Source: an optimization exercise on an open RTL-to-GDS flow (aim: small area, a short achievable clock period and few clock cycles). Production flows keep margins and buffers that such runs may drop. Where RTL was checked, it was by simulation tests only, not by an equivalence proof against the original. Power is estimated from default activity; no workload was simulated.

==> flow/design.v (excerpt) <==
module conv3x3_mac #(
   parameter bit RELU = 1'b0
) (
   input  logic         i_clk,
   input  logic         i_rstn,
   input  logic [9:0]   i_num_ci,
   input  logic         i_valid,
   output logic         o_ready,
   input  logic [143:0] i_window,
   input  logic [143:0] i_weight,
   input  logic [15:0]  i_bias,
   output logic         o_valid,
   input  logic         i_ready,
   output logic [15:0]  o_data
);
   logic       rdy_r, first_r, accept, last;
   logic [9:0] cnt;
   logic [2:0] pend;
   logic       rd, qwr;
   assign o_ready = rdy_r;
   assign accept  = i_valid & rdy_r;
   assign last    = first_r ? (i_num_ci[9:1] == 9'd0) : (cnt == 10'd1);
   logic [2:0] pend_inc, pend_acc;
   logic       rdy_if_rd, rdy_if_nrd;
   assign pend_inc   = pend + {2'b0, accept & last};
   assign pend_acc   = pend + {2'b0, accept};
   assign rdy_if_rd  = pend_acc <= 3'd4;
   assign rdy_if_nrd = pend_acc < 3'd4;
   always_ff @(posedge i_clk) begin
      if (!i_rstn) begin
         first_r <= 1'b1;
         pend    <= 3'd0;
         rdy_r   <= 1'b1;
      end else begin
         if (accept) begin
            first_r <= last;
            cnt     <= (first_r ? i_num_ci : cnt) - 10'd1;
         end
         pend  <= rd ? pend_inc - 3'd1 : pend_inc;
         rdy_r <= rd ? rdy_if_rd : rdy_if_nrd;
      end
   end
   logic [143:0] xr;
   logic [71:0] b1r, b2r, bnr, b1d, b2d, bnd;
   always_comb begin
      for (int k = 0; k < 9; k++) begin
         for (int j = 0; j < 8; j++) begin
            logic w2, w1, w0;
            w2 = i_weight[16*k+2*j+1];
            w1 = i_weight[16*k+2*j];
            w0 = (j == 0) ? 1'b0 : i_weight[16*k+2*j-1];
            b1d[8*k+j] = w1 ^ w0;
            b2d[8*k+j] = (w2 & ~w1 & ~w0) | (~w2 & w1 & w0);
            bnd[8*k+j] = w2;
         end
      end
   end
   logic [15:0]  br;
  ...
Size in the first run: roughly 7600 cells after synthesis, roughly 1100 flip-flops, ~340 I/O pins.
clock: 8.0 ns
lec_check: 0
abc_area: 1
cap_margin: 20
core_margin: 2
core_utilization: 40
cts_cluster_diameter: 60
cts_cluster_size: 30
place_density: 0.7
setup_slack_margin: 4.95
slew_margin: 20
synth_hierarchical: 1
synth_minimum_keep_size: 0
standard.sh (not shown) runs the stock make flow with config.mk's settings and CLKGATE_MAP_FILE= SYNTH_SCRIPT=/design/flow/synth_recipe.tcl, a recipe that flattens the netlist after the stock synthesis.
==> flow/flow/run.sh <==
#!/bin/bash
# The standard layout (the standard.sh, standard synthesis unchanged), except:
# - the buffers every input and output port gets are plain buf_1 cells instead of the
#   delay-buffer cell buffer_ports picks by default (repair_timing still resizes them);
# - clock tree synthesis adds no dummy balancing loads.
set -euo pipefail
export BUFFER_PORTS_ARGS="-buffer_cell sky130_fd_sc_hd__buf_1"
export CTS_ARGS="-sink_clustering_enable -repair_clock_nets -sink_clustering_size 30 -sink_clustering_max_diameter 60 -dont_use_dummy_load"
bash standard.sh finish > standard.log 2>&1
Testbench counts at the start, summed over its fixed seeds: cycles 45,039.
==> next run, changes <==
PLACE_DENSITY = 0.5   (was 0.7)
SETUP_SLACK_MARGIN = 4.85   (was 4.95)
After rerunning: The new run completed without violations; cell count is about the same; fmax grows by 0.89%; non-clock buffer count grows by 10; hold slack gains 77 ps; synthesized cell count stays the same; worst setup slack gains 28 ps.
==> next run, changes <==
SETUP_SLACK_MARGIN = 5.0   (was 4.85)
Effect:
- wire length goes down by 0.39%
- sequential power is about the same
- non-clock buffer count fell by 8
- design area came out lower by 0.52%
==> next run, changes <==
PLACE_DENSITY = default   (was 0.5)
SETUP_SLACK_MARGIN = 4.85   (was 5.0)
Result:
- hold slack improved by 21 ps
- via count came out higher by 1.7%
- sequential share of layout area came out lower by 0.33 points
- final area came out higher by 0.44%
- final cell count stays flat
==> next run, changes <==
SETUP_SLACK_MARGIN = 4.95   (was 4.85)
The changed run passed the timing, DRC and antenna checks.
Wire length hardly moves.
Power goes down slightly.
Register-to-register slack improves by 90 ps.

---

## the baseline
conv3x3_mac, a different RTL version from the one above (not shown whole).
For scale: about 7500 cells after synthesis, ~80000 sq um of cells after synthesis.
Settings: LEC_CHECK=0, ABC_AREA=1, CAP_MARGIN=20, CORE_MARGIN=2, CORE_UTILIZATION=40, CTS_CLUSTER_DIAMETER=60, CTS_CLUSTER_SIZE=30, SETUP_SLACK_MARGIN=4.75, SLEW_MARGIN=20, SYNTH_HIERARCHICAL=1, SYNTH_MINIMUM_KEEP_SIZE=0; clock period 8.0 ns.
==> flow/flow/run.sh <==
#!/bin/bash
# The standard layout (the standard.sh, standard synthesis unchanged), except that the
# buffers every input and output port gets are plain buf_1 cells instead of the delay-buffer
# cell buffer_ports picks by default; repair_timing still resizes them where timing needs it.
set -euo pipefail
export BUFFER_PORTS_ARGS="-buffer_cell sky130_fd_sc_hd__buf_1"
bash standard.sh finish > standard.log 2>&1
The baseline completed end to end with timing, DRC and antenna clean.
diff inputs: the baseline => the candidate
- SETUP_SLACK_MARGIN changed from 4.75 to 4.6
--- outcome ---
For the global-route usage over all layers, the candidate came in 0.47 points lower than the baseline did. For the candidate, the beginning of the critical path was xr[83], unlike the baseline, where it was b1r[11]. Diff the baseline -> the candidate | total power consumption of the routed design | down slightly. The candidate closes out successfully: all stages finished, all timing, DRC and antenna checks passed. Looking only at arrival time at the worst endpoint, and setting everything else aside, the higher value of the baseline and the candidate goes to the candidate. Any difference in cell area after placement between the baseline and the candidate is small enough to ignore. In terms of count of hold buffers inserted by post-cts repair, the baseline and the candidate differ only marginally.
Function was not checked in any run of this note: the RTL went through the layout flow alone.

---

conv3x3_mac, a different RTL version from the one above (not shown whole).
Size in the first run: roughly 7600 cells after synthesis, about 1100 flip-flops, roughly 340 I/O pins.
Settings: LEC_CHECK=0, ABC_AREA=1, CAP_MARGIN=20, CORE_MARGIN=2, CORE_UTILIZATION=40, CTS_CLUSTER_DIAMETER=60, CTS_CLUSTER_SIZE=30, PLACE_DENSITY=0.5, SETUP_SLACK_MARGIN=4.95, SLEW_MARGIN=20, SYNTH_HIERARCHICAL=1, SYNTH_MINIMUM_KEEP_SIZE=0; clock period 8.0 ns.
==> flow/flow/run.sh <==
#!/bin/bash
# The standard layout (the standard.sh, standard synthesis unchanged), except:
# - the buffers every input and output port gets are plain buf_1 cells instead of the
#   delay-buffer cell buffer_ports picks by default (repair_timing still resizes them);
# - clock tree synthesis adds no dummy balancing loads.
set -euo pipefail
export BUFFER_PORTS_ARGS="-buffer_cell sky130_fd_sc_hd__buf_1"
export CTS_ARGS="-sink_clustering_enable -repair_clock_nets -sink_clustering_size 30 -sink_clustering_max_diameter 60 -dont_use_dummy_load"
bash standard.sh finish > standard.log 2>&1
The first run passed the timing, DRC and antenna checks.
Testbench counts at the start, summed over its fixed seeds: cycles 45,039.
==> next run, changes <==
- GPL_ROUTABILITY_DRIVEN: unset -> 0
=> Combinational power hardly moves. Final area barely changes. Worst setup slack improved by 0.040 ns. Final cell count barely changes. Clock-buffer cell count is lower by 1. First-iteration DRC count is higher by 3.4%. Wire length is lower by about 3.4%. Via count is lower by about 0.6%. Die area is unchanged. Synthesized cell count is unchanged.
==> next run, changes <==
- CORE_UTILIZATION: 40 -> 50
- GPL_ROUTABILITY_DRIVEN: 0 -> unset
- PLACE_DENSITY: 0.5 -> 0.6
The new run completed without violations.
Setup slack loses 0.040 ns.
Combinational power climbs by about 4%.
Non-clock buffer count drops by 14.
Cell count fell by 5.9%.
Die area falls by 20%.
Total power rises by 2.6%.
Routed wire length shrinks by about 1.3%.
Via count is higher by about 2%.
Area after synthesis stays the same.
Utilization came out higher by 10 points.
Critical path depth stays the same.

---

conv3x3_mac with an RTL version that a note above also has.
Size in the first run: ~1100 flip-flops, roughly 340 I/O pins, about 80000 um^2 of cells after synthesis.
export LEC_CHECK = 0
export ABC_AREA = 1
export CAP_MARGIN = 20
export CORE_MARGIN = 2
export CORE_UTILIZATION = 40
export CTS_CLUSTER_DIAMETER = 60
export CTS_CLUSTER_SIZE = 30
export SETUP_SLACK_MARGIN = 4.75
export SLEW_MARGIN = 20
export SYNTH_HIERARCHICAL = 1
export SYNTH_MINIMUM_KEEP_SIZE = 0
create_clock -name core_clock -period 8.0 [get_ports {i_clk}]
Scripts as last shown in full above: flow/flow/run.sh
Testbench counts at the start, summed over its fixed seeds: cycles 45,039.
Then changed:
- PLACE_DENSITY: default -> 0.45
- SETUP_SLACK_MARGIN: 4.75 -> 4.95
=> The new run went through all stages and came out clean; synthesized area is unchanged; setup slack improved by 140 ps; sequential share of layout area decreases by 0.25 points; count of clock-buffer cells in the layout came out higher by 2; core utilization rose by 0.96 points; hold slack got worse by 18 ps; sequential power barely changes; synthesized cell count does not change; cell count climbs by 0.66%; die area is unchanged; routed wire length climbs by 6.0%.
Then changed:
- PLACE_DENSITY: 0.45 -> 0.5
- SETUP_SLACK_MARGIN: 4.95 -> 4.75
Clock-buffer cell count is unchanged; sequential share of layout area came out higher by 0.40 points; wire length came out lower by about 4%; critical path depth came out lower by 17; via count came out lower by about 0.3%.

---

conv3x3_mac, a different RTL version from the one above (not shown whole).
Size: about 1100 flip-flops, roughly 80000 sq um of cells after synthesis.
make LEC_CHECK=0 ABC_AREA=1 CAP_MARGIN=20 CORE_MARGIN=2 CORE_UTILIZATION=40 SETUP_SLACK_MARGIN=4.6 SLEW_MARGIN=20 SYNTH_HIERARCHICAL=1 SYNTH_MINIMUM_KEEP_SIZE=0 finish   # period 8.0 ns
run.sh (not shown) runs the stock make flow with config.mk's settings and CLKGATE_MAP_FILE= SYNTH_SCRIPT=/design/flow/synth_recipe.tcl, a recipe that flattens the netlist after the stock synthesis.
Stock flow here: none of the scripts above is used.
Testbench counts at the start, summed over its fixed seeds: cycles 45,039.
Edit:
==> flow/flow/run.sh (new file) <==
#!/bin/bash
# The standard layout (the standard.sh, standard synthesis unchanged), except that the
# buffers every input and output port gets are plain buf_1 cells instead of the delay-buffer
# cell buffer_ports picks by default; repair_timing still resizes them where timing needs it.
set -euo pipefail
export BUFFER_PORTS_ARGS="-buffer_cell sky130_fd_sc_hd__buf_1"
bash standard.sh finish > standard.log 2>&1
==> flow/standard.sh (new file) <==
#!/bin/bash
# synth_recipe.tcl (not shown) runs the flow's synth.tcl, then flattens the netlist and writes it again
# the make line also repeats each setting of config.mk as NAME=value (left out here)
make -C /OpenROAD-flow-scripts/flow DESIGN_CONFIG=/design/flow/config.mk WORK_HOME=/design/flow/orfs CLKGATE_MAP_FILE= SYNTH_SCRIPT=/design/flow/synth_recipe.tcl "${@:-finish}"
Settings changed: CTS_CLUSTER_DIAMETER set to 60, CTS_CLUSTER_SIZE set to 30.
removed: flow/run.sh
=> The new run ran to the end with no violations; setup slack improves by 35 ps; routed wire length went up by about 1.2%; die area does not change; final cell count goes down by about 0.37%; combinational power barely changes; critical path depth is unchanged; global-route usage climbs by 0.58 points; clock-buffer cell count came out lower by 47; fmax came out higher by 1.0%; total power came out lower by about 2%; sequential share of layout area goes up by 0.78 points.
Edit:
==> flow/run.sh (new file) <==
#!/bin/bash
# synth_recipe.tcl (not shown) runs the flow's synth.tcl, then flattens the netlist and writes it again
# the make line also repeats each setting of config.mk as NAME=value (left out here)
make -C /OpenROAD-flow-scripts/flow DESIGN_CONFIG=/design/flow/config.mk WORK_HOME=/design/flow/orfs CLKGATE_MAP_FILE= SYNTH_SCRIPT=/design/flow/synth_recipe.tcl finish
Settings changed: CORE_UTILIZATION 40 to 65, CTS_CLUSTER_DIAMETER 60 to unset, CTS_CLUSTER_SIZE 30 to unset, PLACE_DENSITY set to 0.72.
removed: flow/flow/run.sh
removed: flow/standard.sh
Effect: Clock power increases by about 7%; core utilization increases by 29 points; register-to-register slack gets worse by 70 ps; via count increases by about 6%; critical path depth stays the same.
Edit:
Settings changed: CORE_UTILIZATION 65 to 40, PLACE_DENSITY 0.72 to unset, SETUP_SLACK_MARGIN 4.6 to 4.85.
The changed run ran to the end with no violations.
Core utilization fell by 24 points.
Sequential power stays flat.
Worst setup slack improves by 310 ps.
Clock skew came out lower by 34 ps.
Final cell count climbs by about 16%.
Clock power rose by 6.2%.
Fmax rose by 9.7%.
Routed wire length increases by about 2.8%.
Worst hold slack got worse by 5.7 ps.

---

RTL: one of the versions met above, not the one the previous note started from.
For scale: about 7600 cells after synthesis, ~1100 flip-flops, about 340 I/O pins, ~80000 sq um of cells after synthesis.
Settings: LEC_CHECK=0, ABC_AREA=1, CAP_MARGIN=20, CORE_MARGIN=2, CORE_UTILIZATION=40, CTS_CLUSTER_DIAMETER=60, CTS_CLUSTER_SIZE=30, SETUP_SLACK_MARGIN=4.95, SLEW_MARGIN=20, SYNTH_HIERARCHICAL=1, SYNTH_MINIMUM_KEEP_SIZE=0; clock period 8.0 ns.
standard.sh (not shown) runs the stock make flow with config.mk's settings and CLKGATE_MAP_FILE= SYNTH_SCRIPT=/design/flow/synth_recipe.tcl, a recipe that flattens the netlist after the stock synthesis.
==> flow/flow/run.sh <==
#!/bin/bash
# The standard layout (the standard.sh, standard synthesis unchanged), except:
# - the buffers every input and output port gets are plain buf_1 cells instead of the
#   delay-buffer cell buffer_ports picks by default (repair_timing still resizes them);
# - clock tree synthesis adds no dummy balancing loads.
set -euo pipefail
export BUFFER_PORTS_ARGS="-buffer_cell sky130_fd_sc_hd__buf_1"
export CTS_ARGS="-sink_clustering_enable -repair_clock_nets -sink_clustering_size 30 -sink_clustering_max_diameter 60 -dont_use_dummy_load"
bash standard.sh finish > standard.log 2>&1
Testbench counts at the start, summed over its fixed seeds: cycles 45,039.
Edit:
--- a/flow/flow/run.sh
+++ b/flow/flow/run.sh
@@ -7,3 +7,3 @@
 export BUFFER_PORTS_ARGS="-buffer_cell sky130_fd_sc_hd__buf_1"
-export CTS_ARGS="-sink_clustering_enable -repair_clock_nets -sink_clustering_size 30 -sink_clustering_max_diameter 60 -dont_use_dummy_load"
+export CTS_ARGS="-sink_clustering_enable -repair_clock_nets -sink_clustering_size 24 -sink_clustering_max_diameter 50 -dont_use_dummy_load"
 bash standard.sh finish > standard.log 2>&1
--- a/flow/config.mk
+++ b/flow/config.mk
@@ -11,4 +11,5 @@
 export CORE_UTILIZATION = 40
-export CTS_CLUSTER_DIAMETER = 60
-export CTS_CLUSTER_SIZE = 30
+export CTS_CLUSTER_DIAMETER = 50
+export CTS_CLUSTER_SIZE = 24
+export PLACE_DENSITY = 0.5
 export SETUP_SLACK_MARGIN = 4.95
What happened: Design area stays flat; combinational power barely changes; count of clock-buffer cells in the layout goes up by 31; die area does not change; worst setup slack gets better by 0.0078 ns; routed wire length came out higher by a few percent; hold slack gets worse by 0.0061 ns; non-clock buffer count came out higher by 5; maximum frequency hardly moves; via count shrinks slightly.

---

== build 32 ==
conv3x3_mac with an RTL version that a note above also has.
Size in the first run: roughly 7500 cells after synthesis, about 1100 flip-flops, about 0.080 mm² of cells after synthesis.
clock: 8.0 ns
lec_check: 0
abc_area: 1
cap_margin: 20
core_margin: 2
core_utilization: 40
cts_cluster_diameter: 60
cts_cluster_size: 30
setup_slack_margin: 4.75
slew_margin: 20
synth_hierarchical: 1
synth_minimum_keep_size: 0
==> flow/flow/run.sh <==
#!/bin/bash
# The standard layout (the standard.sh, standard synthesis unchanged), except:
# - the buffers every input and output port gets are plain buf_1 cells instead of the
#   delay-buffer cell buffer_ports picks by default (repair_timing still resizes them);
# - clock tree synthesis adds no dummy balancing loads.
set -euo pipefail
export BUFFER_PORTS_ARGS="-buffer_cell sky130_fd_sc_hd__buf_1"
export CTS_ARGS="-sink_clustering_enable -repair_clock_nets -sink_clustering_size 30 -sink_clustering_max_diameter 60 -dont_use_dummy_load"
bash standard.sh finish > standard.log 2>&1
Build 32 | stages: all done | timing, DRC, antenna: all pass
Modified inputs, trial 23 compared to build 32
# build 32
export LEC_CHECK = 0
export ABC_AREA = 1
export CAP_MARGIN = 20
export CORE_MARGIN = 2
export CORE_UTILIZATION = 40
export CTS_CLUSTER_DIAMETER = 60
export CTS_CLUSTER_SIZE = 30
export SETUP_SLACK_MARGIN = 4.75
export SLEW_MARGIN = 20
export SYNTH_HIERARCHICAL = 1
export SYNTH_MINIMUM_KEEP_SIZE = 0
create_clock -name core_clock -period 8.0 [get_ports {i_clk}]
# trial 23
export LEC_CHECK = 0
export ABC_AREA = 1
export CAP_MARGIN = 20
export CORE_MARGIN = 2
export CORE_UTILIZATION = 40
export CTS_CLUSTER_DIAMETER = 60
export CTS_CLUSTER_SIZE = 30
export PLACE_DENSITY = 0.5
export SETUP_SLACK_MARGIN = 4.75
export SLEW_MARGIN = 20
export SYNTH_HIERARCHICAL = 1
export SYNTH_MINIMUM_KEEP_SIZE = 0
create_clock -name core_clock -period 8.0 [get_ports {i_clk}]
==> run summary <==
In trial 23 the proportion of power drawn by combinational gates turned out 0.2 points higher than in build 32.
Trial 23 ended with less core utilization than build 32.
Trial 23 -> build 32: number of signal-net inverters in the final layout flat
Final period utilization, build 32 and trial 23: higher on trial 23
Trial 23 ended up with a higher routing usage on met1 than build 32 did.
Diff build 32 -> trial 23: setup slack of the worst register-to-register path lower; maximum vdd ir drop lower.
Diff build 32 -> trial 23: final worst-path setup slack -0.058 ns; total detailed-routing wirelength ~0 delta.
Function was not checked in any run of this note: the RTL went through the layout flow alone.

==> re-timing with driven ports <==
No port has a modelled driver above. Below, the same layouts with a new extraction and two added sets of constraints.
Step 1 assumes that a clkbuf_16 drives the clock port and a buf_2 every other input.
Step 2, shift: input delay + t, output delay - t, t = (earliest + latest rising clock arrival at the registers) / 2. This alone moves slack from input paths to output paths.
Slacks: no drivers / after step 1 / after step 2; pairs: no drivers / after step 1.
run | t (ns) | setup slack, ns | worst setup path at the end | clock arrival spread, ns | pins driven straight from the clock port
the first run of note 1 | 0.805 | 4.800 / 4.800 / 4.314 | input to register | 0.136 / 0.136 | 1
the second run of note 1 | 0.842 | 4.828 / 4.828 / 4.196 | input to register | 0.117 / 0.117 | 1
the third run of note 1 | 0.830 | 4.845 / 4.845 / 4.311 | input to register | 0.122 / 0.123 | 1
the fourth run of note 1 | 0.835 | 4.760 / 4.760 / 4.516 | input to register | 0.108 / 0.107 | 1
the fifth run of note 1 | 0.824 | 4.854 / 4.854 / 4.430 | input to register | 0.097 / 0.098 | 1
the baseline | 0.851 | 4.701 / 4.701 / 4.260 | input to register | 0.073 / 0.073 | 1
the candidate | 0.841 | 4.508 / 4.508 / 4.061 | input to register | 0.071 / 0.071 | 1
the first run of note 3 | 0.840 | 4.866 / 4.866 / 4.277 | input to register | 0.089 / 0.089 | 1
the second run of note 3 | 0.818 | 4.906 / 4.906 / 4.471 | input to register | 0.160 / 0.161 | 1
the third run of note 3 | 0.797 | 4.866 / 4.866 / 4.538 | input to register | 0.125 / 0.126 | 1
the first run of note 4 | 0.834 | 4.654 / 4.654 / 4.334 | input to register | 0.111 / 0.112 | 1
the second run of note 4 | 0.827 | 4.796 / 4.796 / 4.366 | input to register | 0.103 / 0.103 | 1
the third run of note 4 | 0.841 | 4.703 / 4.703 / 4.312 | input to register | 0.119 / 0.119 | 1
the first run of note 5 | 0.863 | 4.513 / 4.513 / 3.896 | input to register | 0.049 / 0.049 | 1
the second run of note 5 | 0.855 | 4.547 / 4.547 / 3.994 | input to register | 0.062 / 0.061 | 1
the third run of note 5 | 0.839 | 4.473 / 4.473 / 3.844 | input to register | 0.061 / 0.061 | 1
the fourth run of note 5 | 0.863 | 4.785 / 4.785 / 4.140 | input to register | 0.027 / 0.027 | 1
the first run of note 6 | 0.829 | 4.870 / 4.870 / 4.344 | input to register | 0.121 / 0.122 | 1
the second run of note 6 | 0.866 | 4.878 / 4.878 / 4.272 | input to register | 0.113 / 0.113 | 1
build 32 | 0.818 | 4.679 / 4.679 / 4.234 | input to register | 0.107 / 0.106 | 1
trial 23 | 0.828 | 4.621 / 4.621 / 4.086 | input to register | 0.143 / 0.143 | 1
After both steps setup and hold are still met in every run listed. For the fourth run of note 5, which loses most, drivers alone change the setup slack by 0.000 ns; drivers and shift together by -0.645 ns.
